Source: an optimization exercise on an open RTL-to-GDS flow (aim: small area, a short achievable clock period and few clock cycles per item). Production flows keep margins and buffers that such runs may drop. RTL that was checked went through simulation tests only; none was proved equivalent to the original. Only the layout flow was run in runs 6 and 7; the RTL was not checked for function there.

**design/flow/flow/run.sh**
```bash
#!/bin/bash
# standard layout (the standard.sh) with two changes to how it is made:
#  - the port buffers are buf_4 cells instead of the smallest buffer
#  - the timing repair is asked to leave MARGIN ns of setup slack at the design's
#    clock period (the constraints themselves are unchanged)
set -uo pipefail
MARGIN=12.5
bash standard.sh "BUFFER_PORTS_ARGS=-buffer_cell sky130_fd_sc_hd__buf_4" \
    SETUP_SLACK_MARGIN=$MARGIN finish > make_finish.log 2>&1
```
**design/flow/standard.sh**
```bash
#!/bin/bash
# synth_recipe.tcl (not shown) runs the flow's synth.tcl, then flattens the netlist and writes it again
# the make line also repeats each setting of config.mk as NAME=value (left out here)
make -C /OpenROAD-flow-scripts/flow DESIGN_CONFIG=/design/flow/config.mk WORK_HOME=/design/flow/orfs CLKGATE_MAP_FILE= SYNTH_SCRIPT=/design/flow/synth_recipe.tcl "${@:-finish}"
```
**design/flow/config.mk**
```make
export PLATFORM = sky130hd
export DESIGN_NAME = div_top
export DESIGN_NICKNAME = div_top
export VERILOG_FILES = /design/flow/design.v
export SDC_FILE = /design/flow/constraint.sdc
export NUM_CORES = 4
export LEC_CHECK = 0
export CAP_MARGIN = 20
export CORE_MARGIN = 2
export CORE_UTILIZATION = 40
export SLEW_MARGIN = 20
```
**design/flow/constraint.sdc**
```tcl
create_clock -name core_clock -period 17.5 [get_ports {clk}]
set_input_delay 3.5000 -clock core_clock [delete_from_list [all_inputs] [get_ports {clk}]]
set_output_delay 3.5000 -clock core_clock [all_outputs]
set_load 0.01 [all_outputs]
```
**design/flow/design.v**
```verilog
`timescale 1ns/1ps
`default_nettype none
module div_top (
    input  wire         clk,
    input  wire         rst_n,
    input  wire  [31:0] op1,     
    input  wire  [31:0] op2,     
    input  wire  [2:0]  funct3,
    input  wire         start,
    input  wire         ack,
    output logic [31:0] result,
    output logic        done
);
    localparam int DW = 33;              
    localparam int W  = 36;              
    logic          s_set;  
    logic          s_it;   
    logic          s_ng;   
    logic [31:0]   a_r;    
    logic [DW-1:0] b_r;    
    logic [31:0]   q_r;    
    logic [1:0]    fn;     
    logic          a_ng;   
    logic          b_ng;   
    logic [3:0]    cnt;    
    logic          neg;    
    logic idle, accept, last;
    assign idle   = !(s_set || s_it || s_ng);
    assign accept = start && idle && (!done || ack);
    assign last   = (cnt == 4'd0);
    logic        sgn_i, an_i, bn_i, rem_i;
    logic        div0_i, zq_i, fin_i;
    logic [31:0] imm_i;
    assign rem_i  = funct3[1];
    assign sgn_i  = !funct3[0];
    assign an_i   = sgn_i && op1[31];
    assign bn_i   = sgn_i && op2[31];
    assign div0_i = (op2 == 32'd0);
    assign zq_i   = (op1 < op2) && !an_i && !bn_i;
    assign fin_i  = div0_i || zq_i;
    assign imm_i = rem_i ? op1 : {32{div0_i}};
    logic        is_rem, b_one, neg_s, fin_s;
    logic [31:0] q_s;
    logic [31:0] aa, bb;
    logic [6:0]  sh;
    logic        sh_ng;
    logic [DW-1:0] b_al;                
    assign is_rem = fn[1];
    assign b_one  = (b_r[31:1] == 31'd0) && (b_r[0] != b_ng);
    assign neg_s  = is_rem ? a_ng : (a_ng ^ b_ng);
    assign fin_s  = b_one || sh_ng;
    assign q_s    = (b_one != is_rem) ? aa : 32'd0;
    assign aa     = a_r + 32'(a_ng);     
    assign bb     = b_r[31:0] + 32'(b_ng);
    function automatic logic [5:0] top_bit(input logic [31:0] x);  
        logic [7:0] nz;
        logic [1:0] loc [0:7];
        logic [2:0] g;
        for (int i = 0; i < 8; i++) begin
            nz[i]  = |x[4*i +: 4];
            loc[i] = x[4*i+3] ? 2'd3 : x[4*i+2] ? 2'd2 : x[4*i+1] ? 2'd1 : 2'd0;
        end
        g[2] = |nz[7:4];
        g[1] = g[2] ? |nz[7:6] : |nz[3:2];
        g[0] = g[2] ? (g[1] ? nz[7] : nz[5]) : (g[1] ? nz[3] : nz[1]);
        top_bit = {~|nz, g, loc[g]};
    endfunction
    logic [5:0] ta, tb;
    assign ta = top_bit(a_r);
    assign tb = top_bit(b_r[31:0]);
    assign sh    = 7'({1'b0, ta[4:0]}) + 7'(a_ng) - 7'({1'b0, tb[4:0]});
    assign sh_ng = sh[6];
    assign b_al  = DW'(bb) << {sh[4:1], 1'b0};
    logic [W-1:0] r0, d1, d2, cs_s, cs_c;
    logic [W:0]   t1, t2, t3;
    logic         ge1, ge2, ge3;
    logic [1:0]   qd;
    logic [31:0]  r_nx, qn;
    assign r0 = W'(a_r);
    assign d1 = W'(b_r);
    assign d2 = W'(b_r) << 1;
    assign cs_s = r0 ^ ~d1 ^ ~d2;
    assign cs_c = (r0 & ~d1) | (r0 & ~d2) | (~d1 & ~d2);
    assign t1 = {1'b0, r0} - {1'b0, d1};
    assign t2 = {1'b0, r0} - {1'b0, d2};
    assign t3 = {1'b0, cs_s} + {cs_c, 1'b1} + (W + 1)'(1);
    assign ge1 = !t1[W];
    assign ge2 = !t2[W];
    assign ge3 = !t3[W];
    always_comb begin
        if (ge3)      begin qd = 2'd3; r_nx = t3[31:0]; end
        else if (ge2) begin qd = 2'd2; r_nx = t2[31:0]; end
        else if (ge1) begin qd = 2'd1; r_nx = t1[31:0]; end
        else          begin qd = 2'd0; r_nx = a_r;      end
    end
    assign qn = {q_r[29:0], qd};
    always_ff @(posedge clk or negedge rst_n) begin
        if (!rst_n) begin
            s_set <= 1'b0;
            s_it  <= 1'b0;
            s_ng  <= 1'b0;
            done  <= 1'b0;
        end else begin
            s_set <= accept && !fin_i;
            s_it  <= (s_set && !fin_s) || (s_it && !last);
            s_ng  <= (s_set && fin_s && neg_s) || (s_it && last && neg);
            if (accept) begin
                done <= fin_i;
            end else begin
                done <= (done && !ack) || (s_set && fin_s && !neg_s) || (s_it && last && !neg)
                        || s_ng;
            end
        end
    end
    always_ff @(posedge clk) begin
        if (accept) begin
            q_r  <= imm_i;
            fn   <= funct3[1:0];
            a_ng <= an_i;
            b_ng <= bn_i;
        end
        if (s_set) begin
            if (fin_s) q_r <= q_s;
            neg <= neg_s;
        end
        if (s_it) q_r <= (last && is_rem) ? r_nx : qn;
        if (s_ng) q_r <= ~q_r + 32'd1;
    end
    always_ff @(posedge clk) begin
        if (s_set) begin
            a_r <= aa;
            b_r <= b_al;
        end else if (s_it) begin
            a_r <= r_nx;
            b_r <= b_r >> 2;
        end else begin
            a_r <= an_i ? ~op1 : op1;
            b_r <= DW'(bn_i ? ~op2 : op2);
        end
        cnt <= s_set ? sh[4:1] : cnt - 4'd1;
    end
    assign result = q_r;
endmodule
`default_nettype wire
```
==> impl_metrics.yaml, run 1 <==
run_status:
  status: "finished clean"
global_routing:
  grt_pass1_vias: 17800
  grt_pass1_wl_mm: 109
  grt_overflow: 0
  grt_max_degree: 77
  antenna_found_initial: 0
  grtUsageTotal_pct: 32.2
clock_tree:
  cts_buffers: 9
  insertion_delay_ns: 0.38
  clock-sinks: 109
  cts_tree: "yes"
  max-clock-path-buffers: 2
  clkTransAtPathRegs_ns: 0.09
  htreeDepth: 3
  clockRootBuffer: "clkbuf_16"
critical_path:
  path_max_fanout: 7
  crit_chain: "buf_4 > nor4_2 > nand4_1 > nor4_4 > buf_4 > buf_12 > buf_12 > a21oi_2 > nand2_1 > o221ai_2 > a311oi_1 > a221o_1"
  cp_slowest_cell: "a311oi_1"
  cp.arrival_ns: 5.49
  startpoint: "op2[15]"
  worst-setup-path-type: "primary input to register"
  startpoint_type: "primary input"
  crit_path_max_incr_delay_ns: 0.31
  cp-end-kind: "register"
  required_ns: 17.82
  critPathTopFamily: "simple AND/OR/NAND/NOR gates"
  reg2reg_from: "b_r[24]"
  critPathBufInv: 4
synthesis:
  avgSynthCellArea_sq_um: 7.16
  synth_common_cells: "244 x nand2_1, 238 x a21oi_1, 184 x nor2_1, 181 x o21ai_0, 147 x xnor2_1"
  synth_edf_count: 5
  ys_ff_latch: 109
  syn-cell-area_sq_mm: 0.0170
  yosysUniqueCellTypes: 102
  syn_inst: 2377
  synth_nets: 2626
  synth-seq-area-share_pct: 13.2
  ys.flop_type: "dfxtp_1"
  synth_top_area_cell: "dfxtp_1"
  ys_warn_count: 3
  synth_top_cell_area_share_pct: 11.8
  synth.most_common_cell: "nand2_1"
  synth_async_sr_flop_share_pct: 3.67
  synthTopCellsByArea: "dfxtp_1 12%, ha_1 10%, xnor2_1 7.6%"
floorplanning:
  num_rows: 75
  die_w_um: 210
  start_util_pct: 40.6
  die_h_um: 210
  fp.dieArea_sq_mm: 0.0442
  core_sq_mm: 0.0419
  boundaryPins: 104
placement:
  port_buffers: 102
  placed_area_sq_mm: 0.0182
  placed_cells: 2895
  hpwl_mm: 56.1
  gp_congestion: 1.02
  pre_cts_slack_ns: 10.87
final_layout:
  nFillCells: 4184
  instances_no_fill: 2968
  fin_area_sq_mm: 0.0196
  drive_gt1_share_pct: 13.5
  multi_input_area_sq_mm: 0.0142
  regArea_sq_mm: 0.00230
  area_growth_syn_to_layout_pct: 15.0
  diodes: 0
  nNetsFinal: 2673
  utilization_pct: 46.7
timing:
  fmax_mhz: 194
  tightest_slew_ns: 1.14
  slew_violations: 0
  post-route-min-period_ns: 5.16
  hold_slack_ns: 0.512
  finalWorstSetupSlack_ns: 12.34
  finalCritPeriodShare_pct: 29.5
  maxSlewHeadroom_pct: 23.6
  hold_violations: 0
  rsz0062_at_grt: "true"
  setup_viol: 0
  timing.setup.tns_ns: 0
  fin_skew_ns: 0.0154
run:
  drv_cap: 0
route:
  drt_pass1_iterations: 11
  detail_route.vias_per_cell: 6.59
  wl_per_cell_um: 25.1
  ant_nets: 0
  top_layer: "met4"
  finalWirelength_mm: 74.5
  wl_met3_mm: 7.70
  vias: 19600
  wl_met1_mm: 31.9
  met2WireLength_mm: 30.2
  drt_iter0_drc: 2567
  route.detailed.drc: 0
min_path:
  min_from: "cnt[0]"
  hold_path_class: "register to register"
[final cells by class]
class                   instances  share of cell area, %
well taps                     539                   3.44
clock buffers                  10                   1.22
clock inverters                 6                  0.390
repair buffers                182                   8.41
multi-input cells            2017                   72.6
flip-flops and latches        109                   11.8
repair inverters                1                 0.0383
inverters                     104                   2.15
[path summary, 6_finish.rpt]
kind | endpoint | slack (ns) | cells after the start
min reg2reg | cnt[0] | 0.51 | 1
min | cnt[0] | 0.51 | 1
max reg2reg | q_r[4] | 12.46 | 19
min in group asynchronous | done | 2.91 | 1
max | q_r[31] | 12.34 | 12
max in group asynchronous | s_it | 14.47 | 1
[cells by family (layout without fill, tap and decap cells)]
group,after synthesis,count (layout),share of synthesized area (%)
fa+ha+maj,178,178,14.7
xor+xnor,214,214,11.1
simple gates,753,754,21.4
mux,42,42,2.52
flops,109,109,13.2
compound gates,827,829,31.1
buf+inv,254,303,6.06
[per-layer routing]
layer | vias to the layer above | track usage, %
li1 | 8869 | -
met1 | 9184 | 46.6
met2 | 1279 | 45.9
met3 | 220 | 4.50
met4 | 0 | 17.0
met5 | - | 0
[registers in the layout (all words and copies together), names as in the netlist]
| name | count |
|---|---|
| q_r | 32 |
| s_ng | 1 |
| cnt | 4 |
| neg | 1 |
| a_r | 32 |
| s_it | 1 |
| a_ng | 1 |
| b_r | 33 |
| fn | 1 |
| b_ng | 1 |
| s_set | 1 |
| done | 1 |
[cells in the final DEF, fill, tap and decap left out, types with 12 or more instances in the layout]
| cell | instances |
|---|---|
| a222oi_1 | 34 |
| xor2_1 | 65 |
| clkbuf_16 | 13 |
| nand2_1 | 243 |
| o21ai_1 | 54 |
| a31oi_1 | 28 |
| fa_1 | 35 |
| or3_1 | 12 |
| nor2_1 | 181 |
| o221ai_1 | 22 |
| nand2b_1 | 31 |
| dfxtp_2 | 19 |
| buf_4 | 155 |
| nor2b_1 | 25 |
| o211ai_1 | 33 |
| a21oi_1 | 227 |
| a21o_1 | 50 |
| and2_1 | 13 |
| ha_1 | 140 |
| mux2i_1 | 35 |
| o21ai_0 | 150 |
| buf_6 | 12 |
| dfxtp_1 | 75 |
| o21a_1 | 15 |
| and3_1 | 21 |
| nand3_1 | 57 |
| a211oi_1 | 18 |
| a22oi_1 | 12 |
| o22ai_1 | 48 |
| nor4_4 | 13 |
| nand4_1 | 35 |
| xnor2_1 | 145 |
| nor4_1 | 19 |
| nor3_1 | 47 |
| inv_1 | 98 |
[what timing repair did]
item	in CTS	in global routing
setup endpoints to repair	72	86
buffers inserted	12	35
hold buffers	0	0
gates resized for setup	59	88
pin swaps	14	92
gates cloned	4	6
[worst reg2reg max path, stage by stage, from the launching register on]
cell	delay [ns]
dfxtp_4	0.40
or4_4	0.56
nand4b_4	0.24
o31ai_1	0.35
a21boi_1	0.18
nand2_1	0.13
mux2_2	0.38
ha_4	0.26
fa_2	0.38
a21o_1	0.21
a21oi_4	0.20
nor3b_1	0.07
nor2_1	0.19
a31oi_2	0.13
nor2_2	0.27
buf_4	0.17
bufbuf_16	0.29
o22ai_1	0.09
a222oi_1	0.32
o21ai_1	0.10
Testbench counts, summed over its fixed seeds: cycles 9,820, items 2,400.
==> inputs of run 2 (changes only) <==
--- a/design/flow/flow/run.sh
+++ b/design/flow/flow/run.sh
@@ -5,5 +5,5 @@
 #    clock period (the constraints themselves are unchanged)
 set -uo pipefail
-MARGIN=12.5
+MARGIN=11.5
 bash standard.sh "BUFFER_PORTS_ARGS=-buffer_cell sky130_fd_sc_hd__buf_4" \
     SETUP_SLACK_MARGIN=$MARGIN finish > make_finish.log 2>&1
==> run 2 against run 1 <==
Compared with the run above: cell count shrank 1.8%; sequential share of layout area rose by 0.45 points; global-route usage decreased by 0.22 points; via count is 2.9% lower; die area is the same; clock-buffer cell count decreased by 1; register-to-register slack worse by 0.79 ns.
==> impl_metrics.yaml, run 2 <==
run_status:
  status: "finished clean"
route:
  finalWirelength_mm: 72.4
  detail_route.vias_per_cell: 6.52
  drt_pass1_iterations: 12
  route.detailed.drc: 0
  wl_per_cell_um: 24.8
  ant_nets: 0
  drt_iter0_drc: 2247
  vias: 19000
synthesis:
  synthMuxAreaShare_pct: 2.52
  synth_edf_count: 5
  synth-seq-area-share_pct: 13.2
  syn_inst: 2377
  ys_ff_latch: 109
  synth_top_cell_area_share_pct: 11.8
  synth-compound-area-share_pct: 31.1
  synthXorXnorAreaFrac_pct: 11.1
  synth_common_cells: "244 x nand2_1, 238 x a21oi_1, 184 x nor2_1, 181 x o21ai_0, 147 x xnor2_1"
  ys.flop_type: "dfxtp_1"
  synth.most_common_cell: "nand2_1"
  synth_top_area_cell: "dfxtp_1"
  yosysUniqueCellTypes: 102
  synthTopCellsByArea: "dfxtp_1 12%, ha_1 10%, xnor2_1 7.6%"
  synth_fa_ha_area_share_pct: 14.7
  avgSynthCellArea_sq_um: 7.16
  synth_async_sr_flop_share_pct: 3.67
  synth-simple-area-share_pct: 21.4
  syn-cell-area_sq_mm: 0.0170
  synth_top_family_by_area: "compound AO/OA/AOI/OAI gates"
  synth_nets: 2626
  ys_warn_count: 3
critical_path:
  rr_worst_depth: 13
  crit_path_max_incr_delay_ns: 0.80
  cp_common_cell: "o211ai_1"
  required_ns: 17.77
  critPathBufInv: 1
  path_depth: 13
  path_max_fanout: 35
  crit_chain: "inv_1 > fa_1 > ha_1 > nand2_1 > o21ai_0 > a21o_1 > o211ai_1 > a21boi_1 > a31o_2 > nor2_1 > o211ai_1 > o211ai_1 > a222oi_1"
  worst-setup-path-type: "register to register"
  cp_slowest_cell: "a31o_2"
  cp.arrival_ns: 6.10
  critPathTopFamily: "compound AO/OA/AOI/OAI gates"
  cp-end-kind: "register"
  startpoint_type: "register"
final_layout:
  regMostFlops: "b_r"
  diodes: 0
  layout_common_cells: "244 x nand2_1, 237 x a21oi_1, 181 x nor2_1, 180 x o21ai_0, 145 x xnor2_1"
  largest_reg_flops: 33
  largestRegisters: "b_r x33, a_r x32, q_r x32"
  area_growth_syn_to_layout_pct: 8.49
  instances_no_fill: 2915
  mostFrequentLayoutCell: "nand2_1"
  drive_gt1_share_pct: 8.63
  nNetsFinal: 2620
timing:
  setup_viol: 0
  tightest_slew_ns: 1.14
  rsz0062_at_grt: "false"
  slew_violations: 0
  finalCritPeriodShare_pct: 33.3
  fin_skew_ns: 0.0169
  fmax_mhz: 172
  hold_violations: 0
  post-route-min-period_ns: 5.83
  finalWorstSetupSlack_ns: 11.67
  hold_slack_ns: 0.495
  timing.setup.tns_ns: 0
  maxSlewHeadroom_pct: 24.0
global_routing:
  grt_max_degree: 82
  antenna_found_initial: 0
  grt_overflow: 0
  grt_pass1_vias: 17500
  grtUsageTotal_pct: 31.9
  grt_pass1_wl_mm: 108
floorplanning:
  num_rows: 75
  boundaryPins: 104
  start_util_pct: 40.6
  die_w_um: 210
  die_h_um: 210
  core_sq_mm: 0.0419
  fp.dieArea_sq_mm: 0.0442
clock_tree:
  clock-sinks: 109
  max-clock-path-buffers: 2
  cts_buffers: 9
  cts_tree: "yes"
  insertion_delay_ns: 0.39
  holdBufCountCts: 0
  clockRootBuffer: "clkbuf_16"
  htreeDepth: 3
  clkTransAtPathRegs_ns: 0.07
min_path:
  hold_depth: 1
  hold_path_class: "register to register"
placement:
  pre_cts_slack_ns: 11.07
  hpwl_mm: 56.7
  port_buffers: 102
  gp_congestion: 0.994
  placed_cells: 2894
run:
  drv_cap: 0
-- run 2: cell count changes in the layout (fill, tap and decap cells not counted), moves of 6 or more --
cell and delta:
a21oi_1 +10, a21oi_2 -10, buf_12 -7, buf_4 -25
buf_6 -12, dfxtp_1 +25, dfxtp_2 -19, dfxtp_4 -6
nor4_1 +14, nor4_4 -12, o21ai_0 +30, o21ai_1 -29
-- run 2: path summary, 6_finish.rpt --
path	startpoint	end	slack, ns
min in group asynchronous	rst_n	s_it	2.90
worst min-delay path	cnt[0]	cnt[0]	0.49
worst min register to register	cnt[0]	cnt[0]	0.49
max in group asynchronous	rst_n	s_set	14.49
worst max-delay path	b_r[10]	a_r[20]	11.67
worst max register to register	b_r[10]	a_r[20]	11.67
-- run 2: cell type report --
class / count / area [sq um]
sequential: 109 / 2250
timing repair inverter: 1 / 5.00
clock buffer: 9 / 225
timing repair buffer: 132 / 1020
tap: 539 / 674
inverter: 104 / 394
clock inverter: 7 / 56.3
fill: 4264 / 23500
multi-input combinational: 2014 / 13800
-- run 2: repair_timing --
action	in CTS	in global routing
gates cloned	1	0
resized for setup	3	5
setup buffers	2	1
pin swaps	0	0
setup endpoints to repair	18	52
-- run 2: kinds of logic after synthesis --
kind of cell | count (synthesis)
AND/OR/NAND/NOR | 753
adder cells (fa/ha/maj) | 178
buffers and inverters | 254
AO/OA/AOI/OAI | 827
multiplexers | 42
flip-flops | 109
XOR/XNOR | 214
-- run 2: stage by stage --
stage | cell area, sq um | utilization, %
2_1_floorplan | 17000 | -
3_5_place_dp | 18100 | 43.2
4_1_cts | 18400 | 43.9
3_3_place_gp | 18100 | 43.2
6_report | 18500 | 44.0
5_1_grt | 18500 | 44.0
-- run 2: layer usage --
metal  global-route usage [%]  routed length, um  vias to the layer above
li1                         -                  -                     8767
met2                     49.2              31300                     1023
met3                     5.07               7220                      127
met1                     44.4              30800                     9076
met4                     13.0               3090                        0
met5                        0                  0                        -
==> inputs of run 3 (changes only) <==
--- a/design/flow/flow/run.sh
+++ b/design/flow/flow/run.sh
@@ -5,5 +5,5 @@
 #    clock period (the constraints themselves are unchanged)
 set -uo pipefail
-MARGIN=11.5
+MARGIN=12
 bash standard.sh "BUFFER_PORTS_ARGS=-buffer_cell sky130_fd_sc_hd__buf_4" \
     SETUP_SLACK_MARGIN=$MARGIN finish > make_finish.log 2>&1
==> run 3 against run 2 <==
Compared with the run above: critical path depth unchanged; worst setup slack better by 0.48 ns; wire length up 0.37%; clock-buffer cell count unchanged; final area up 0.72%; first-iteration DRC count down 3.5%; critical endpoint is now a_r[29].
==> impl_metrics.yaml, run 3 <==
critical_path:
  path_max_fanout: 37
  critPathTopFamily: "compound AO/OA/AOI/OAI gates"
  worst-setup-path-type: "register to register"
  crit_chain: "inv_1 > fa_1 > ha_1 > a21oi_1 > o21ai_0 > a21o_1 > o211ai_1 > a21boi_1 > a31oi_4 > buf_4 > nand2_1 > o221ai_1 > o21ai_0"
  rr_worst_depth: 13
  cp-end-kind: "register"
  path_depth: 13
  critPathBufInv: 2
  crit_path_max_incr_delay_ns: 0.67
  cp_common_cell: "o21ai_0"
  required_ns: 17.74
  cp.arrival_ns: 5.60
  startpoint_type: "register"
  cp_slowest_cell: "o221ai_1"
final_layout:
  nFillCells: 4258
  largestRegisters: "b_r x33, a_r x32, q_r x32"
  fin_area_sq_mm: 0.0186
  mostFrequentLayoutCell: "nand2_1"
  drive_gt1_share_pct: 9.44
  nNetsFinal: 2627
  largest_reg_flops: 33
  regMostFlops: "b_r"
  diodes: 0
  instances_no_fill: 2922
  area_growth_syn_to_layout_pct: 9.27
  layout_common_cells: "244 x nand2_1, 235 x a21oi_1, 180 x nor2_1, 178 x o21ai_0, 145 x xnor2_1"
synthesis:
  avgSynthCellArea_sq_um: 7.16
  yosysUniqueCellTypes: 102
  synth-seq-area-share_pct: 13.2
  ys_ff_latch: 109
  synthTopCellsByArea: "dfxtp_1 12%, ha_1 10%, xnor2_1 7.6%"
  synth_nets: 2626
  synth_edf_count: 5
  syn-cell-area_sq_mm: 0.0170
  ys_warn_count: 3
  synth_top_cell_area_share_pct: 11.8
  synth_top_area_cell: "dfxtp_1"
  synth.most_common_cell: "nand2_1"
  synth_async_sr_flop_share_pct: 3.67
  syn_inst: 2377
  synth_common_cells: "244 x nand2_1, 238 x a21oi_1, 184 x nor2_1, 181 x o21ai_0, 147 x xnor2_1"
  ys.flop_type: "dfxtp_1"
clock_tree:
  clock-sinks: 109
  max-clock-path-buffers: 2
  insertion_delay_ns: 0.39
  cts_tree: "yes"
  clkTransAtPathRegs_ns: 0.08
  cts_buffers: 9
  htreeDepth: 3
  clockRootBuffer: "clkbuf_16"
placement:
  port_buffers: 102
  placed_cells: 2894
  pre_cts_slack_ns: 11.07
  hpwl_mm: 56.7
  placed_area_sq_mm: 0.0181
  gp_congestion: 0.994
route:
  detail_route.vias_per_cell: 6.51
  drt_iter0_drc: 2168
  vias: 19000
  wl_per_cell_um: 24.9
  finalWirelength_mm: 72.7
  ant_nets: 0
  route.detailed.drc: 0
  drt_pass1_iterations: 7
timing:
  setup_viol: 0
  rsz0062_at_grt: "false"
  fmax_mhz: 187
  fin_skew_ns: 0.0145
  slew_violations: 0
  maxSlewHeadroom_pct: 24.9
  hold_violations: 0
  tightest_slew_ns: 1.13
  finalWorstSetupSlack_ns: 12.15
  finalCritPeriodShare_pct: 30.6
  post-route-min-period_ns: 5.35
  timing.setup.tns_ns: 0
floorplanning:
  fp.dieArea_sq_mm: 0.0442
  start_util_pct: 40.6
  core_sq_mm: 0.0419
  num_rows: 75
  boundaryPins: 104
  die_w_um: 210
  die_h_um: 210
global_routing:
  antenna_found_initial: 0
  grt_pass1_wl_mm: 108
  grt_max_degree: 82
  grt_pass1_vias: 17500
  grtUsageTotal_pct: 31.9
  grt_overflow: 0
min_path:
  hold_path_class: "register to register"
  hold_depth: 1
run_status:
  status: "finished clean"
run:
  drv_cap: 0
run 3: cell families (layout without fill, tap and decap cells):
logic type | after synthesis | in the layout | share of synthesized area [%]
compound gates | 827 | 828 | 31.1
simple gates | 753 | 753 | 21.4
buf+inv | 254 | 259 | 6.06
xor+xnor | 214 | 214 | 11.1
fa+ha+maj | 178 | 178 | 14.7
flops | 109 | 109 | 13.2
mux | 42 | 42 | 2.52
run 3: layout make-up:
class                           instances  area, sq um  area share [%]
Clock buffer                            9          225            1.21
Clock inverter                          7         56.3           0.303
Inverter                              104          398            2.14
Multi-Input combinational cell       2015        13900            74.8
Sequential cell                       109         2260            12.1
Tap cell                              539          674            3.62
Timing Repair Buffer                  138         1080            5.78
Timing Repair inverter                  1         7.51          0.0403
run 3: routing by layer:
| layer | GRT usage [%] | routed length (um) |
|---|---|---|
| met1 | 44.3 | 30600 |
| met2 | 49.0 | 31400 |
| met3 | 5.35 | 7500 |
| met4 | 13.4 | 3280 |
| met5 | 0 | 0 |
run 3: timing repair:
| item | CTS | global route |
|---|---|---|
| endpoints found under the setup margin | 59 | 49 |
| setup buffers | 4 | 5 |
| pin swaps | 0 | 4 |
| gates cloned | 1 | 1 |
| resized for setup | 8 | 19 |
| hold buffers | 0 | 0 |
run 3: path summary, 6_finish.rpt:
path	slack, ns	to	start
worst max-delay path	12.15	a_r[29]	b_r[10]
worst min-delay path	0.50	cnt[0]	cnt[0]
worst max register to register	12.15	a_r[29]	b_r[10]
worst min register to register	0.50	cnt[0]	cnt[0]
max in group asynchronous	14.49	s_set	rst_n
min in group asynchronous	2.90	s_it	rst_n
run 3: worst register-to-register path: cells and delay by family, from the launching register on:
family / cells / cell delay [ns]
AOI/OAI and AO/OA: 8 / 2.36
adders and majority gates: 2 / 0.98
buffers and inverters: 2 / 0.82
DFF: 1 / 0.63
and+or+nand+nor: 1 / 0.43
run 3: stage by stage:
step	utilization [%]	hold slack (ns)
after CTS	44.0	0.483
after floorplan	-	0.439
after detailed placement	43.2	0.479
final	44.4	0.497
after global placement	43.2	0.460
after global routing	44.4	0.523
==> inputs of run 4 (changes only) <==
==> design/flow/flow/run.sh (replaced) <==
#!/bin/bash
# standard layout (the standard.sh) with two changes to how it is made:
#  - the port buffers are buf_2 cells instead of the smallest buffer
#  - the timing repair is asked to leave MARGIN ns of setup slack at the design's
#    clock period (the constraints themselves are unchanged)
set -uo pipefail
MARGIN=12
bash standard.sh "BUFFER_PORTS_ARGS=-buffer_cell sky130_fd_sc_hd__buf_2" \
    SETUP_SLACK_MARGIN=$MARGIN finish > make_finish.log 2>&1
==> run 4 against run 3 <==
Compared with the run above: via count rose by 0.68%; highest routed layer unchanged; still clean on timing, DRC and antenna; clock-buffer cell count rose by 1; non-clock buffer count rose by 4; die area did not move; fmax fell by 1.2%; critical path type is now primary input to register.
==> impl_metrics.yaml, run 4 <==
timing:
  fmax_mhz: 185
  rsz0062_at_grt: "true"
  finalCritPeriodShare_pct: 31.0
  setup_viol: 0
  slew_violations: 0
  maxSlewHeadroom_pct: 28.1
  post-route-min-period_ns: 5.42
  hold_slack_ns: 0.477
  fin_skew_ns: 0.0148
  hold_violations: 0
  finalWorstSetupSlack_ns: 12.08
  tightest_slew_ns: 1.08
  timing.setup.tns_ns: 0
critical_path:
  rr_endpoint: "q_r[25]"
  required_ns: 17.72
  critPathTopFamily: "compound AO/OA/AOI/OAI gates"
  rr_worst_depth: 12
  startpoint_type: "primary input"
  regToRegSetupSlack_ns: 12.16
  critPathBufInv: 2
  crit_chain: "buf_2 > nor4_2 > buf_4 > a21oi_1 > nand2_1 > o21ai_0 > o22ai_1 > a222oi_1 > o31ai_1"
  cp.arrival_ns: 5.64
  worst-setup-path-type: "primary input to register"
  reg2reg_from: "b_r[7]"
  crit_path_max_incr_delay_ns: 0.58
  cp-end-kind: "register"
  path_max_fanout: 34
  cp_slowest_cell: "buf_2"
route:
  wl_met1_mm: 30.9
  met2WireLength_mm: 30.4
  drt_pass1_iterations: 10
  top_layer: "met4"
  drt_iter0_drc: 2033
  detail_route.vias_per_cell: 6.54
  route.detailed.drc: 0
  vias: 19100
  wl_per_cell_um: 24.8
  wl_met3_mm: 7.38
  finalWirelength_mm: 72.4
  ant_nets: 0
floorplanning:
  die_w_um: 210
  core_sq_mm: 0.0419
  boundaryPins: 104
  num_rows: 75
  fp.dieArea_sq_mm: 0.0442
  start_util_pct: 40.6
  die_h_um: 210
synthesis:
  avgSynthCellArea_sq_um: 7.16
  syn_inst: 2377
  synth_top_area_cell: "dfxtp_1"
  yosysUniqueCellTypes: 102
  ys_warn_count: 3
  ys.flop_type: "dfxtp_1"
  synth-seq-area-share_pct: 13.2
  synth_common_cells: "244 x nand2_1, 238 x a21oi_1, 184 x nor2_1, 181 x o21ai_0, 147 x xnor2_1"
  ys_ff_latch: 109
  synth_async_sr_flop_share_pct: 3.67
  synth_top_cell_area_share_pct: 11.8
  synth_nets: 2626
  syn-cell-area_sq_mm: 0.0170
  synth.most_common_cell: "nand2_1"
  synth_edf_count: 5
  synthTopCellsByArea: "dfxtp_1 12%, ha_1 10%, xnor2_1 7.6%"
global_routing:
  antenna_found_initial: 0
  grt_max_degree: 85
  grt_overflow: 0
  grt_pass1_vias: 17500
  grt_pass1_wl_mm: 108
  grtUsageTotal_pct: 31.7
clock_tree:
  holdBufCountCts: 0
  clockRootBuffer: "clkbuf_16"
  clkTransAtPathRegs_ns: 0.08
  insertion_delay_ns: 0.38
  clock-sinks: 109
  cts_tree: "yes"
  cts_buffers: 9
  htreeDepth: 3
  max-clock-path-buffers: 2
final_layout:
  drive_gt1_share_pct: 9.39
  largest_reg_flops: 33
  largestRegisters: "b_r x33, a_r x32, q_r x32"
  area_growth_syn_to_layout_pct: 8.16
  utilization_pct: 43.9
  regMostFlops: "b_r"
  diodes: 0
  mostFrequentLayoutCell: "nand2_1"
  nNetsFinal: 2630
  layout_common_cells: "244 x nand2_1, 236 x a21oi_1, 180 x nor2_1, 180 x o21ai_0, 145 x xnor2_1"
min_path:
  min_from: "cnt[0]"
  hold_depth: 1
  hold_path_class: "register to register"
  min_to: "cnt[0]"
placement:
  port_buffers: 102
  gp_congestion: 0.979
  hpwl_mm: 56.6
  pre_cts_slack_ns: 10.98
run_status:
  status: "finished clean"
run:
  drv_cap: 0
[run 4: repair_timing]
action                     CTS  global route
gates cloned                 1             1
pin swaps                    1             1
buffers inserted             6             2
resized for setup            6            19
setup endpoints to repair   53            54
hold endpoints to repair     0             0
[run 4: worst max-delay path by stage]
stage	startpoint	end	depth (start not counted)
6_report	funct3[1]	q_r[26]	9
5_1_grt	b_r[10]	a_r[20]	13
4_1_cts	b_r[24]	q_r[26]	20
3_5_place_dp	a_r[28]	b_r[28]	18
3_3_place_gp	a_r[29]	b_r[28]	18
2_1_floorplan	op2[18]	q_r[28]	10
[run 4: layout make-up]
type / count / area (sq um)
clock buffers: 10 / 229
clock inverters: 6 / 70.1
fillers: 4344 / 23500
inverters: 104 / 398
multi-input cells: 2014 / 13900
flip-flops and latches: 109 / 2260
well taps: 539 / 674
repair buffers: 142 / 885
repair inverters: 1 / 7.51
[run 4: routing by layer]
layer	GRT usage, %	up-vias
met2	47.7	1104
met1	44.2	9112
met5	0	-
met4	14.8	0
li1	-	8785
met3	5.01	141
[run 4: logic make-up after synthesis]
logic type      after synthesis  share of synthesized area, %
fa+ha+maj                   178                          14.7
flops                       109                          13.2
mux                          42                          2.52
buf+inv                     254                          6.06
xor+xnor                    214                          11.1
simple gates                753                          21.4
compound gates              827                          31.1
[run 4: per-stage QoR]
| stage | area, sq um | cells |
|---|---|---|
| floorplan | 17000 | 2377 |
| global placement | 17900 | 2898 |
| detailed placement | 17900 | 2898 |
| CTS | 18200 | 2921 |
| global route | 18400 | 2925 |
| finish | 18400 | 2925 |
==> inputs of run 5 (changes only) <==
==> design/flow/run.sh (new file) <==
#!/bin/bash
# synth_recipe.tcl (not shown) runs the flow's synth.tcl, then flattens the netlist and writes it again
# the make line also repeats each setting of config.mk as NAME=value (left out here)
make -C /OpenROAD-flow-scripts/flow DESIGN_CONFIG=/design/flow/config.mk WORK_HOME=/design/flow/orfs CLKGATE_MAP_FILE= SYNTH_SCRIPT=/design/flow/synth_recipe.tcl finish
removed: design/flow/flow/run.sh
removed: design/flow/standard.sh
==> run 5 against run 4 <==
Compared with the run above: highest routed layer unchanged; utilization increased by 0.75 points; first-iteration DRC count increased by 18%; hold slack improved by 0.0025 ns; largest cell class unchanged; final area increased by 1.7%.
==> impl_metrics.yaml, run 5 <==
run_status:
  status: "finished clean"
route:
  finalWirelength_mm: 71.5
  detail_route.vias_per_cell: 6.49
  vias: 18900
  ant_nets: 0
  route.detailed.drc: 0
  drt_iter0_drc: 2397
  drt_pass1_iterations: 7
  wl_per_cell_um: 24.5
floorplanning:
  boundaryPins: 104
  fp.dieArea_sq_mm: 0.0442
  core_sq_mm: 0.0419
  num_rows: 75
  start_util_pct: 40.6
  die_h_um: 210
  die_w_um: 210
clock_tree:
  cts_buffers: 9
  insertion_delay_ns: 0.38
  clockRootBuffer: "clkbuf_16"
  clkTransAtPathRegs_ns: 0.08
  postCtsSetupRepairBufs: 0
  holdBufCountCts: 0
  ctsResizeCount: 0
  clock-sinks: 109
  cts_tree: "yes"
  max-clock-path-buffers: 2
  htreeDepth: 3
final_layout:
  fin_area_sq_mm: 0.0187
  area_growth_syn_to_layout_pct: 10.0
  nNetsFinal: 2621
  utilization_pct: 44.7
  mostFrequentLayoutCell: "nand2_1"
  largest_reg_flops: 33
  largestRegisters: "b_r x33, a_r x32, q_r x32"
  layout_common_cells: "244 x nand2_1, 237 x a21oi_1, 181 x nor2_1, 181 x o21ai_0, 145 x xnor2_1"
  instances_no_fill: 2916
  diodes: 0
  nFillCells: 4241
  regMostFlops: "b_r"
  drive_gt1_share_pct: 4.29
run:
  drv_cap: 0
synthesis:
  synth.most_common_cell: "nand2_1"
  synth_common_cells: "244 x nand2_1, 238 x a21oi_1, 184 x nor2_1, 181 x o21ai_0, 147 x xnor2_1"
  synth_top_area_cell: "dfxtp_1"
  syn-cell-area_sq_mm: 0.0170
  yosysUniqueCellTypes: 102
  syn_inst: 2377
  synthTopCellsByArea: "dfxtp_1 12%, ha_1 10%, xnor2_1 7.6%"
  synth_nets: 2626
  synth_edf_count: 5
  ys_warn_count: 3
  synth-seq-area-share_pct: 13.2
  synth_top_cell_area_share_pct: 11.8
  avgSynthCellArea_sq_um: 7.16
  ys_ff_latch: 109
  ys.flop_type: "dfxtp_1"
  synth_async_sr_flop_share_pct: 3.67
timing:
  finalWorstSetupSlack_ns: 11.09
  finalCritPeriodShare_pct: 36.6
  tightest_slew_ns: 1.10
  hold_violations: 0
  fin_skew_ns: 0.0141
  hold_slack_ns: 0.479
  setup_viol: 0
  maxSlewHeadroom_pct: 26.9
  rsz0062_at_grt: "false"
  post-route-min-period_ns: 6.41
  slew_violations: 0
  timing.setup.tns_ns: 0
  fmax_mhz: 156
global_routing:
  grt_pass1_vias: 17600
  grt_max_degree: 82
  grtUsageTotal_pct: 31.7
  antenna_found_initial: 0
  grt_pass1_wl_mm: 108
  grt_overflow: 0
placement:
  pre_cts_slack_ns: 11.31
  gp_congestion: 0.995
  placed_area_sq_mm: 0.0184
  port_buffers: 102
  placed_cells: 2898
  hpwl_mm: 56.4
critical_path:
  cp.arrival_ns: 6.71
  required_ns: 17.80
  path_max_fanout: 75
  startpoint_type: "register"
  worst-setup-path-type: "register to register"
  cp-end-kind: "register"
min_path:
  hold_path_class: "register to register"
-- run 5: cell types whose count changed in the layout (fill, tap and decap cells not counted), moves of 2 or more --
cell	delta
clkinvlp_4	-2
buf_2	-102
buf_4	-5
inv_1	+2
clkinv_2	+2
clkdlybuf4s50_1	+102
nor4_1	+4
nor4_2	-3
-- run 5: final cells by class --
type | instances | area [sq um] | area share (%)
well taps | 539 | 674 | 3.60
repair buffers | 134 | 1280 | 6.86
multi-input cells | 2014 | 13800 | 73.8
flip-flops and latches | 109 | 2250 | 12.0
inverters | 104 | 390 | 2.08
clock buffers | 10 | 239 | 1.28
clock inverters | 6 | 61.3 | 0.327
-- run 5: per-layer routing --
metal	wire length [um]	part of all wire, %	global-route usage [%]	vias up
met5	0	0	0	-
met4	3650	5.1	15.2	0
met1	30100	42	43.2	8869
li1	-	-	-	8753
met2	30300	42	47.8	1135
met3	7400	10	6.32	154
-- run 5: final timing paths --
kind                               from  endpoint  slack [ns]  cells after the start
worst min register to register   cnt[0]    cnt[0]        0.48                      1
worst max register to register  a_r[28]   b_r[28]       11.09                     19
max in group asynchronous         rst_n     s_set       13.99                      1
worst min-delay path             cnt[0]    cnt[0]        0.48                      1
min in group asynchronous         rst_n      s_ng        3.32                      1
worst max-delay path            a_r[28]   b_r[28]       11.09                     19
-- run 5: kinds of logic after synthesis --
| kind of cell | after synthesis | share of synthesized area (%) |
|---|---|---|
| compound gates | 827 | 31.1 |
| simple gates | 753 | 21.4 |
| buf+inv | 254 | 6.06 |
| xor+xnor | 214 | 11.1 |
| fa+ha+maj | 178 | 14.7 |
| flops | 109 | 13.2 |
| mux | 42 | 2.52 |
-- run 5: critical path, cell delays in order (launching register included) --
cell and delay [ns]:
dfxtp_1 0.48, nor4_1 0.51, and2_1 0.26, nand4_1 0.45
o21ai_0 0.66, nor2_1 0.14, o31ai_1 0.11, a31oi_1 0.16
ha_1 0.36, fa_2 0.58, buf_4 0.61, inv_1 0.08
buf_4 0.26, o211ai_1 0.18, o21ai_0 0.16, o21ai_0 0.56
mux2i_1 0.21, o221ai_1 0.25, o21ai_0 0.12, o21ai_0 0.10
==> inputs of run 6 (changes only) <==
--- a/design/flow/design.v
+++ b/design/flow/design.v
@@ -54,15 +54,13 @@
     assign bb     = b_r[31:0] + 32'(b_ng);
     function automatic logic [5:0] top_bit(input logic [31:0] x);  
-        logic [7:0] nz;
-        logic [1:0] loc [0:7];
-        logic [2:0] g;
-        for (int i = 0; i < 8; i++) begin
-            nz[i]  = |x[4*i +: 4];
-            loc[i] = x[4*i+3] ? 2'd3 : x[4*i+2] ? 2'd2 : x[4*i+1] ? 2'd1 : 2'd0;
-        end
-        g[2] = |nz[7:4];
-        g[1] = g[2] ? |nz[7:6] : |nz[3:2];
-        g[0] = g[2] ? (g[1] ? nz[7] : nz[5]) : (g[1] ? nz[3] : nz[1]);
-        top_bit = {~|nz, g, loc[g]};
+        logic [32:0] p;                  
+        logic [31:0] h;                  
+        logic [4:0]  idx;
+        p[32] = 1'b0;
+        for (int i = 31; i >= 0; i--) p[i] = p[i+1] | x[i];
+        for (int i = 0; i < 32; i++) h[i] = x[i] & !p[i+1];
+        idx = 5'd0;
+        for (int i = 0; i < 32; i++) idx = idx | (h[i] ? 5'(i) : 5'd0);
+        top_bit = {!p[0], idx};
     endfunction
     logic [5:0] ta, tb;
==> design/flow/flow/run.sh (new file) <==
#!/bin/bash
# standard layout (the standard.sh) with two changes to how it is made:
#  - the port buffers are buf_4 cells instead of the smallest buffer
#  - the timing repair is asked to leave MARGIN ns of setup slack at the design's
#    clock period (the constraints themselves are unchanged)
set -uo pipefail
MARGIN=12
bash standard.sh "BUFFER_PORTS_ARGS=-buffer_cell sky130_fd_sc_hd__buf_4" \
    SETUP_SLACK_MARGIN=$MARGIN finish > make_finish.log 2>&1
==> design/flow/standard.sh (new file) <==
#!/bin/bash
# synth_recipe.tcl (not shown) runs the flow's synth.tcl, then flattens the netlist and writes it again
# the make line also repeats each setting of config.mk as NAME=value (left out here)
make -C /OpenROAD-flow-scripts/flow DESIGN_CONFIG=/design/flow/config.mk WORK_HOME=/design/flow/orfs CLKGATE_MAP_FILE= SYNTH_SCRIPT=/design/flow/synth_recipe.tcl "${@:-finish}"
removed: design/flow/run.sh
==> run 6 against run 5 <==
Compared with the run above: global-route usage rose by 1.2 points; fmax rose by 16%; clock-buffer cell count fell by 1; clock skew fell by 0.00062 ns; critical endpoint is now a_r[25]; area after synthesis fell by 0.44%; synthesized cell count fell by 0.88%; still clean; largest cell class unchanged; cell count fell by 0.58%; worst setup slack improved by 0.88 ns; critical path depth fell by 6.
==> impl_metrics.yaml, run 6 <==
route:
  wl_per_cell_um: 25.7
  finalWirelength_mm: 74.4
  detail_route.vias_per_cell: 6.61
  route.detailed.drc: 0
  drt_iter0_drc: 2604
  vias: 19200
  ant_nets: 0
  drt_pass1_iterations: 6
final_layout:
  regMostFlops: "b_r"
  nFillCells: 4252
  largest_reg_flops: 33
  nNetsFinal: 2604
  drive_gt1_share_pct: 9.45
  layout_common_cells: "232 x a21oi_1, 202 x nand2_1, 166 x nor2_1, 155 x o21ai_0, 142 x ha_1"
  area_growth_syn_to_layout_pct: 10.1
  regArea_sq_mm: 0.00226
  multi_input_area_sq_mm: 0.0139
  mostFrequentLayoutCell: "a21oi_1"
  largestRegisters: "b_r x33, a_r x32, q_r x32"
  diodes: 0
critical_path:
  path_max_fanout: 50
  rr_worst_depth: 13
  cp-end-kind: "register"
  cp.arrival_ns: 5.75
  critPathBufInv: 2
  required_ns: 17.72
  rr_endpoint: "a_r[25]"
  regToRegSetupSlack_ns: 11.97
  startpoint_type: "register"
  cp_slowest_cell: "a31oi_1"
  cp_common_cell: "o211ai_1"
  reg2reg_from: "b_r[15]"
  critPathTopFamily: "compound AO/OA/AOI/OAI gates"
  worst-setup-path-type: "register to register"
  crit_path_max_incr_delay_ns: 0.72
  crit_chain: "inv_1 > fa_1 > ha_1 > and3_1 > a221oi_1 > nand3_1 > a31oi_1 > a31oi_4 > buf_4 > nor2_2 > o211ai_1 > o211ai_1 > a222oi_1"
timing:
  setup_viol: 0
  finalCritPeriodShare_pct: 31.6
  rsz0062_at_grt: "true"
  slew_violations: 0
  timing.setup.tns_ns: 0
  tightest_slew_ns: 1.09
  post-route-min-period_ns: 5.53
  maxSlewHeadroom_pct: 26.1
  hold_violations: 0
  fmax_mhz: 181
  hold_slack_ns: 0.490
  fin_skew_ns: 0.0135
floorplanning:
  fp.dieArea_sq_mm: 0.0440
  core_sq_mm: 0.0419
  num_rows: 75
  die_h_um: 210
  start_util_pct: 40.5
  die_w_um: 210
  boundaryPins: 104
synthesis:
  synth_common_cells: "232 x a21oi_1, 202 x nand2_1, 169 x nor2_1, 156 x o21ai_0, 142 x ha_1"
  syn-cell-area_sq_mm: 0.0170
  syn_inst: 2356
  ys.flop_type: "dfxtp_1"
  ys_ff_latch: 109
  ys_warn_count: 1
  synth.most_common_cell: "a21oi_1"
  yosysUniqueCellTypes: 85
  synth_async_sr_flop_share_pct: 3.67
  synth_nets: 2605
  synth_top_area_cell: "dfxtp_1"
  avgSynthCellArea_sq_um: 7.19
  synth_top_cell_area_share_pct: 11.8
  synthTopCellsByArea: "dfxtp_1 12%, ha_1 10%, a21oi_1 6.8%"
  synth_edf_count: 5
  synth-seq-area-share_pct: 13.3
run:
  drv_cap: 0
clock_tree:
  clockRootBuffer: "clkbuf_16"
  cts_tree: "yes"
  cts_buffers: 9
  holdBufCountCts: 0
  clkTransAtPathRegs_ns: 0.09
  max-clock-path-buffers: 2
  clock-sinks: 109
  insertion_delay_ns: 0.39
  htreeDepth: 3
min_path:
  min_from: "cnt[0]"
  hold_path_class: "register to register"
  min_to: "cnt[0]"
  hold_depth: 1
global_routing:
  grt_max_degree: 59
  grtUsageTotal_pct: 32.9
  grt_pass1_wl_mm: 111
  antenna_found_initial: 0
  grt_pass1_vias: 17600
  grt_overflow: 0
placement:
  port_buffers: 102
  hpwl_mm: 57.6
  gp_congestion: 0.998
run_status:
  status: "finished clean"
[run 6: cell count changes in the layout (fill, tap and decap cells not counted), sizes merged, moves of 16 or more]
cell / change
nand3: +31
xnor2: -16
o22ai: +36
a222oi: -31
nand2: -44
nor2: -17
a211oi: +18
clkdlybuf4s50: -102
buf: +103
o21ai: -48
[run 6: per-stage QoR]
step	utilization, %	setup slack, ns	instance area [sq um]	std cells
2_1_floorplan	-	12.10	17000	2356
3_3_place_gp	43.3	11.25	18100	2875
3_5_place_dp	43.3	11.13	18100	2875
4_1_cts	44.2	12.03	18500	2894
5_1_grt	44.6	11.81	18700	2899
6_report	44.6	11.97	18700	2899
[run 6: worst max path at each step]
| stage | from | to | slack [ns] | depth (start not counted) |
|---|---|---|---|---|
| 2_1_floorplan | op2[25] | q_r[0] | 12.10 | 9 |
| 3_3_place_gp | b_r[29] | b_r[31] | 11.25 | 17 |
| 3_5_place_dp | b_r[28] | b_r[31] | 11.13 | 17 |
| 4_1_cts | op2[8] | q_r[1] | 12.03 | 11 |
| 5_1_grt | a_r[30] | b_r[29] | 11.81 | 21 |
| 6_report | b_r[15] | a_r[25] | 11.97 | 13 |
[run 6: worst reg2reg max path, cell delays in order, from the launching register on]
cell and delay [ns]:
dfxtp_1 0.60, inv_1 0.35, fa_1 0.53, ha_1 0.35
and3_1 0.26, a221oi_1 0.50, nand3_1 0.37, a31oi_1 0.72
a31oi_4 0.14, buf_4 0.34, nor2_2 0.53, o211ai_1 0.16
o211ai_1 0.34, a222oi_1 0.19
[run 6: logic make-up (layout without fill, tap and decap cells)]
kind of cell | Yosys count | after routing | synth area share [%]
multiplexers | 47 | 47 | 2.82
adder cells (fa/ha/maj) | 178 | 178 | 14.7
flip-flops | 109 | 109 | 13.3
buffers and inverters | 260 | 264 | 5.85
XOR/XNOR | 203 | 203 | 10.5
AND/OR/NAND/NOR | 708 | 708 | 20.3
AO/OA/AOI/OAI | 851 | 851 | 32.5
[run 6: routing by layer]
layer	GRT usage [%]	wire (um)	vias up
li1	-	-	8782
met1	47.1	32200	9095
met2	48.9	31000	1162
met3	5.84	8070	124
met4	12.9	3110	0
met5	0	0	-
[run 6: repair_timing]
item,CTS,global route
buffers inserted,2,3
pin swaps,0,2
resized for setup,10,16
gates cloned,1,1
endpoints found under the setup margin,44,50
[run 6: final cells by class]
cell class | instances | share of cell area [%]
repair buffers | 137 | 6.00
flip-flops and latches | 109 | 12.1
inverters | 111 | 2.25
well taps | 539 | 3.61
clock buffers | 9 | 1.21
clock inverters | 7 | 0.302
multi-input cells | 1987 | 74.5
==> inputs of run 7 (changes only) <==
--- a/design/flow/design.v
+++ b/design/flow/design.v
@@ -13,5 +13,4 @@
 );
     localparam int DW = 33;              
-    localparam int W  = 36;              
     logic          s_set;  
     logic          s_it;   
@@ -54,13 +53,15 @@
     assign bb     = b_r[31:0] + 32'(b_ng);
     function automatic logic [5:0] top_bit(input logic [31:0] x);  
-        logic [32:0] p;                  
-        logic [31:0] h;                  
-        logic [4:0]  idx;
-        p[32] = 1'b0;
-        for (int i = 31; i >= 0; i--) p[i] = p[i+1] | x[i];
-        for (int i = 0; i < 32; i++) h[i] = x[i] & !p[i+1];
-        idx = 5'd0;
-        for (int i = 0; i < 32; i++) idx = idx | (h[i] ? 5'(i) : 5'd0);
-        top_bit = {!p[0], idx};
+        logic [7:0] nz;
+        logic [1:0] loc [0:7];
+        logic [2:0] g;
+        for (int i = 0; i < 8; i++) begin
+            nz[i]  = |x[4*i +: 4];
+            loc[i] = x[4*i+3] ? 2'd3 : x[4*i+2] ? 2'd2 : x[4*i+1] ? 2'd1 : 2'd0;
+        end
+        g[2] = |nz[7:4];
+        g[1] = g[2] ? |nz[7:6] : |nz[3:2];
+        g[0] = g[2] ? (g[1] ? nz[7] : nz[5]) : (g[1] ? nz[3] : nz[1]);
+        top_bit = {~|nz, g, loc[g]};
     endfunction
     logic [5:0] ta, tb;
@@ -70,20 +71,19 @@
     assign sh_ng = sh[6];
     assign b_al  = DW'(bb) << {sh[4:1], 1'b0};
-    logic [W-1:0] r0, d1, d2, cs_s, cs_c;
-    logic [W:0]   t1, t2, t3;
+    logic [31:0]  d1, d2, cs_s, cs_c;
+    logic [32:0]  t1, t2, t3;
     logic         ge1, ge2, ge3;
     logic [1:0]   qd;
     logic [31:0]  r_nx, qn;
-    assign r0 = W'(a_r);
-    assign d1 = W'(b_r);
-    assign d2 = W'(b_r) << 1;
-    assign cs_s = r0 ^ ~d1 ^ ~d2;
-    assign cs_c = (r0 & ~d1) | (r0 & ~d2) | (~d1 & ~d2);
-    assign t1 = {1'b0, r0} - {1'b0, d1};
-    assign t2 = {1'b0, r0} - {1'b0, d2};
-    assign t3 = {1'b0, cs_s} + {cs_c, 1'b1} + (W + 1)'(1);
-    assign ge1 = !t1[W];
-    assign ge2 = !t2[W];
-    assign ge3 = !t3[W];
+    assign d1 = b_r[31:0];
+    assign d2 = {b_r[30:0], 1'b0};
+    assign cs_s = a_r ^ ~d1 ^ ~d2;
+    assign cs_c = (a_r & ~d1) | (a_r & ~d2) | (~d1 & ~d2);
+    assign t1 = {1'b0, a_r} - {1'b0, d1};
+    assign t2 = {1'b0, a_r} - {1'b0, d2};
+    assign t3 = {1'b0, cs_s} + {1'b0, cs_c[30:0], 1'b1} + 33'd1;
+    assign ge1 = !t1[32] && !b_r[32];
+    assign ge2 = !t2[32] && !b_r[32] && !b_r[31];
+    assign ge3 = t3[32] && cs_c[31] && !b_r[32] && !b_r[31];
     always_comb begin
         if (ge3)      begin qd = 2'd3; r_nx = t3[31:0]; end
==> run 7 against run 6 <==
Compared with the run above: synthesized cell count shrank 0.13%; via count down 2.1%; worst setup slack better by 0.11 ns; final area up 1.0%; sequential share of layout area is 0.053 points lower; critical path depth grew 8; die area about the same; clock skew rose by 0.0051 ns; flip-flop and latch count unchanged; largest cell class unchanged.
==> impl_metrics.yaml, run 7 <==
run_status:
  status: "finished clean"
critical_path:
  cp-end-kind: "register"
  cp.arrival_ns: 5.69
  worst-setup-path-type: "register to register"
  startpoint: "a_r[24]"
  regToRegSetupSlack_ns: 12.08
  path_max_fanout: 21
  cp-endpoint: "b_r[29]"
  reg2reg_from: "a_r[24]"
  required_ns: 17.77
  rr_worst_depth: 21
  rr_endpoint: "b_r[29]"
  startpoint_type: "register"
final_layout:
  layout_common_cells: "223 x nand2_1, 222 x a21oi_1, 189 x nor2_1, 158 x o21ai_0, 147 x buf_4"
  largest_reg_flops: 33
  multi_input_area_sq_mm: 0.0139
  fin_area_sq_mm: 0.0189
  nNetsFinal: 2619
  mostFrequentLayoutCell: "nand2_1"
  area_growth_syn_to_layout_pct: 11.2
  largestRegisters: "b_r x33, a_r x32, q_r x32"
  diodes: 0
  nFillCells: 4330
  regArea_sq_mm: 0.00227
  drive_gt1_share_pct: 10.5
  regMostFlops: "b_r"
  utilization_pct: 45.0
floorplanning:
  num_rows: 75
  core_sq_mm: 0.0419
  die_w_um: 210
  die_h_um: 210
  boundaryPins: 104
  start_util_pct: 40.5
  fp.dieArea_sq_mm: 0.0440
synthesis:
  synth_nets: 2599
  ys.flop_type: "dfxtp_1"
  avgSynthCellArea_sq_um: 7.21
  syn-cell-area_sq_mm: 0.0170
  synth-seq-area-share_pct: 13.3
  synthTopCellsByArea: "dfxtp_1 12%, ha_1 10%, a21oi_1 6.6%"
  syn_inst: 2353
  ys_warn_count: 3
  synth_async_sr_flop_share_pct: 3.67
  synth_edf_count: 5
  synth_common_cells: "224 x a21oi_1, 224 x nand2_1, 194 x nor2_1, 162 x o21ai_0, 139 x ha_1"
  synth_top_area_cell: "dfxtp_1"
  synth_top_cell_area_share_pct: 11.8
  ys_ff_latch: 109
  yosysUniqueCellTypes: 88
clock_tree:
  insertion_delay_ns: 0.38
  max-clock-path-buffers: 2
  cts_buffers: 9
  htreeDepth: 3
  clkTransAtPathRegs_ns: 0.09
  clockRootBuffer: "clkbuf_16"
  clock-sinks: 109
  cts_tree: "yes"
timing:
  fin_skew_ns: 0.0186
  hold_violations: 0
  maxSlewHeadroom_pct: 26.7
  slew_violations: 0
  setup_viol: 0
  post-route-min-period_ns: 5.42
  rsz0062_at_grt: "true"
  fmax_mhz: 185
  tightest_slew_ns: 1.10
  finalCritPeriodShare_pct: 30.9
  timing.setup.tns_ns: 0
min_path:
  hold_path_class: "register to register"
global_routing:
  grtUsageTotal_pct: 31.1
  antenna_found_initial: 0
  grt_overflow: 0
  grt_pass1_vias: 17200
  grt_max_degree: 82
  grt_pass1_wl_mm: 106
placement:
  placed_area_sq_mm: 0.0181
  hpwl_mm: 55.4
  port_buffers: 102
  gp_congestion: 0.963
route:
  finalWirelength_mm: 70.3
  vias: 18800
  route.detailed.drc: 0
  drt_iter0_drc: 2193
  wl_per_cell_um: 24.1
  detail_route.vias_per_cell: 6.43
  drt_pass1_iterations: 6
  ant_nets: 0
run:
  drv_cap: 0
run 7: cell count changes in the layout (fill, tap and decap cells not counted), sizes merged, moves of 12 or more:
cell,delta
o22ai,-19
a31oi,-12
nand2,+22
buf,+14
xor2,+13
nor2,+26
nand3,-41
run 7: logic make-up after synthesis:
group	Yosys count	share of synthesized area (%)
buffers and inverters	256	5.90
XOR/XNOR	208	10.7
flip-flops	109	13.3
adder cells (fa/ha/maj)	175	14.5
AND/OR/NAND/NOR	726	20.6
AO/OA/AOI/OAI	832	32.2
multiplexers	47	2.80
run 7: how the worst min path moves through the flow:
stage / end / cells after the start / startpoint / slack (ns)
floorplan: cnt[0] / 1 / cnt[0] / 0.44
global placement: cnt[0] / 1 / cnt[0] / 0.47
detailed placement: cnt[0] / 1 / cnt[0] / 0.48
CTS: cnt[0] / 1 / cnt[0] / 0.49
global route: cnt[0] / 1 / cnt[0] / 0.55
finish: cnt[0] / 1 / cnt[0] / 0.50
run 7: worst max-delay path, cell delays in order, from the launching register on:
cell and delay, ns:
dfxtp_1 0.47, or4_1 0.70, nor2_2 0.22, nand4_1 0.16, or2_2 0.35, nor2b_1 0.16, o2111ai_1 0.13, a31oi_1 0.09
nor2_1 0.20, ha_1 0.31, fa_2 0.67, buf_12 0.20, clkinvlp_4 0.15, buf_4 0.18, a211oi_1 0.27, a21o_1 0.15
nor2_1 0.04, a21oi_1 0.27, nand2_1 0.09, o21ai_1 0.12, a2bb2oi_1 0.28, nand2_1 0.08
run 7: metal layers:
| layer | up-vias | global-route usage, % | routed length [um] |
|---|---|---|---|
| li1 | 8779 | - | - |
| met1 | 8834 | 46.2 | 31600 |
| met2 | 1024 | 43.8 | 28300 |
| met3 | 114 | 4.43 | 6760 |
| met4 | 0 | 14.8 | 3670 |
| met5 | - | 0 | 0 |
run 7: repair_timing:
item,CTS,global route
gates resized for setup,21,34
pin swaps,2,9
cloned,3,2
endpoints found under the setup margin,65,61
buffers inserted,10,11
hold buffers,0,0
run 7: final cells by class:
class / instances / share of cell area (%)
Clock buffer: 9 / 1.19
Clock inverter: 7 / 0.425
Inverter: 111 / 2.25
Multi-Input combinational cell: 1989 / 74.0
Sequential cell: 109 / 12.0
Tap cell: 539 / 3.58
Timing Repair Buffer: 152 / 6.50
Timing Repair inverter: 1 / 0.0398
run 7: through the flow:
stage	hold WS, ns	worst slack, ns	cells
after floorplan	0.439	12.00	2353
after global placement	0.472	10.86	2875
after detailed placement	0.476	10.77	2875
after CTS	0.492	12.01	2904
after global routing	0.545	11.86	2917
final	0.500	12.08	2917

-- what the ideal ports hide --
The results above use ideal ports. As a check the final layouts listed here were re-extracted and re-timed, cells and wires unchanged.
Step 1: set_driving_cell puts a clkbuf_16 on clk and a buf_2 on each other input, an assumption about the parent block.
Step 2, shift: input delay + t, output delay - t, t = (earliest + latest rising clock arrival at the registers) / 2. This alone moves slack from input paths to output paths.
Three values: ideal, step 1, step 2; two values: the first two.
run | t (ns) | slack for setup (ns) | worst register clock-pin slew, ns | worst data-port slew with drivers (ns) | cell pins on the clock port's net
run 1 | 0.423 | 12.336 / 12.363 / 11.940 | 0.09 / 0.09 | 0.07 | 1
run 2 | 0.434 | 11.670 / 11.670 / 11.670 | 0.09 / 0.09 | 0.04 | 1
run 3 | 0.439 | 12.145 / 12.145 / 11.824 | 0.09 / 0.09 | 0.04 | 1
run 4 | 0.425 | 12.083 / 12.114 / 11.688 | 0.09 / 0.09 | 0.05 | 1
run 5 | 0.428 | 11.095 / 11.095 / 11.095 | 0.08 / 0.08 | 0.04 | 1
run 6 | 0.440 | 11.972 / 11.972 / 11.727 | 0.09 / 0.09 | 0.04 | 1
run 7 | 0.416 | 12.084 / 12.084 / 11.707 | 0.09 / 0.09 | 0.04 | 1
After both steps every run listed still meets setup and hold. For run 1, which loses most, drivers alone change the setup slack by +0.027 ns; drivers and shift together by -0.396 ns.
